From an optimization exercise on the open Yosys and OpenROAD flow, aimed at a short achievable clock period and few clock cycles per item; shortcuts taken in it are not production practice.
Only simulation tests tie the RTL to the original design; equivalence was not proved.
Power and IR drop assume default switching activity.

// lc4_processor_ss
module lc4_processor_ss #(
    parameter logic [15:0] PC_RESET = 16'h8200
) (
    input  logic        gwe,
    input  logic        i_rst_n,
    output logic [15:0] o_cur_pc,
    input  logic [15:0] i_cur_insn_a,     
    input  logic [15:0] i_cur_insn_b,     
    output logic [15:0] o_dmem_addr,
    output logic        o_dmem_we,
    output logic [15:0] o_dmem_towrite,
    input  logic [15:0] i_dmem_rdata,
    output logic        o_retire_a_valid,
    output logic [15:0] o_retire_a_pc,
    output logic [15:0] o_retire_a_insn,
    output logic        o_retire_a_rd_we,
    output logic [2:0]  o_retire_a_rd,
    output logic [15:0] o_retire_a_wdata,
    output logic        o_retire_a_dmem_we,
    output logic [15:0] o_retire_a_dmem_addr,
    output logic        o_retire_b_valid,
    output logic [15:0] o_retire_b_pc,
    output logic [15:0] o_retire_b_insn,
    output logic        o_retire_b_rd_we,
    output logic [2:0]  o_retire_b_rd,
    output logic [15:0] o_retire_b_wdata,
    output logic        o_retire_b_dmem_we,
    output logic [15:0] o_retire_b_dmem_addr
);
Size: roughly 3600 cells after synthesis, roughly 240 I/O pins, ~33000 µm² of cells after synthesis.
clock: 6.5 ns
lec_check: 0
cap_margin: 20
cell_pad_in_sites_detail_placement: 1
cell_pad_in_sites_global_placement: 1
core_margin: 2
core_utilization: 30
setup_slack_margin: 4.3
slew_margin: 20
run.sh (not shown) runs the stock make flow with config.mk's settings and CLKGATE_MAP_FILE= SYNTH_SCRIPT=/design/flow/synth_recipe.tcl, a recipe that flattens the netlist after the stock synthesis.
Testbench counts at the start, summed over its fixed seeds: cycles 9,701, insns 16,000.
Then changed:
--- a/flow/design.v
+++ b/flow/design.v
@@ -335,30 +335,30 @@
     lc4_alu u_alu_a (
         .i_ma(ma_alu), .i_mb(mb_alu),
         .i_a(xa_a), .i_a_ma(xa_a_ma), .i_a_mb(xa_a_mb), .i_a_r(xa_a_r),
         .i_b(xa_b), .i_b_ma(xa_b_ma), .i_b_mb(xa_b_mb), .i_b_r(xa_b_r),
         .i_sub(xa_sub), .i_and(xa_and), .o_result(xa_res)
     );
     lc4_alu u_alu_b (
         .i_ma(ma_alu), .i_mb(mb_alu),
         .i_a(xb_a), .i_a_ma(xb_a_ma), .i_a_mb(xb_a_mb), .i_a_r(xb_a_r),
         .i_b(xb_b), .i_b_ma(xb_b_ma), .i_b_mb(xb_b_mb), .i_b_r(xb_b_r),
         .i_sub(xb_sub), .i_and(xb_and), .o_result(xb_res)
     );
-    lc4_alu u_agu (
-        .i_ma(ma_alu), .i_mb(mb_alu),
-        .i_a(xm_base), .i_a_ma(xm_base_ma), .i_a_mb(xm_base_mb), .i_a_r(xm_base_r),
-        .i_b(xm_imm), .i_b_ma(1'b0), .i_b_mb(1'b0), .i_b_r(1'b1),
-        .i_sub(1'b0), .i_and(1'b0), .o_result(xm_addr)
-    );
+    logic [15:0] ag_ma, ag_mb, ag_r;
+    assign ag_ma   = ma_alu + xm_imm;
+    assign ag_mb   = mb_alu + xm_imm;
+    assign ag_r    = xm_base + xm_imm;
+    assign xm_addr = ({16{xm_base_mb}} & ag_mb) | ({16{xm_base_ma}} & ag_ma) |
+                     ({16{xm_base_r}} & ag_r);
     assign xm_data = xm_sd_mb ? mb_alu : xm_sd_ma ? ma_alu : xm_sd_ld ? i_dmem_rdata : xm_sd;
     always_ff @(posedge gwe or negedge i_rst_n) begin
         if (!i_rst_n) begin
             ma_valid <= 1'b0;
             mb_valid <= 1'b0;
             m_we     <= 1'b0;
         end else begin
             ma_valid <= xa_valid;
             mb_valid <= xb_valid;
             m_we     <= xm_valid && xm_st;
         end
     end
Result:
- The new run went through all stages and came out clean
- die area goes up by a few percent
- sequential share of layout area decreases by 1.9 points
- synthesized cell count goes up by a few percent
- via count increases by a few percent
- combinational power grows by roughly a tenth
- clock skew goes up by 23 ps
- power went up by a few percent
- worst hold slack degrades by 15 ps
Testbench counts after the change, summed over its fixed seeds: cycles 9,701, insns 16,000.

[re-timing with driven ports]
The flow's constraints put no driver on any port. The routed layouts listed below were extracted and timed again, unchanged, in two steps.
Step 1 (the two cells are an assumption about what drives the block):
set clk [get_ports {gwe}]
set_driving_cell -lib_cell sky130_fd_sc_hd__clkbuf_16 $clk
set_driving_cell -lib_cell sky130_fd_sc_hd__buf_2 [delete_from_list [all_inputs] $clk]
Step 2, shift: input delay + t, output delay - t, t = (earliest + latest rising clock arrival at the registers) / 2. This alone moves slack from input paths to output paths.
Three values: ideal ports, drivers, drivers and shift; two values: the first two.
run	shift t [ns]	slack for setup (ns)	hold slack, ns
the first run	0.752	3.223 / 3.223 / 3.223	0.323 / 0.323 / 0.323
the second run	0.782	3.343 / 3.343 / 3.162	0.308 / 0.308 / 0.308
After both steps every run listed still meets setup and hold. For the second run, which loses most, drivers alone change the setup slack by 0.000 ns; drivers and shift together by -0.181 ns.
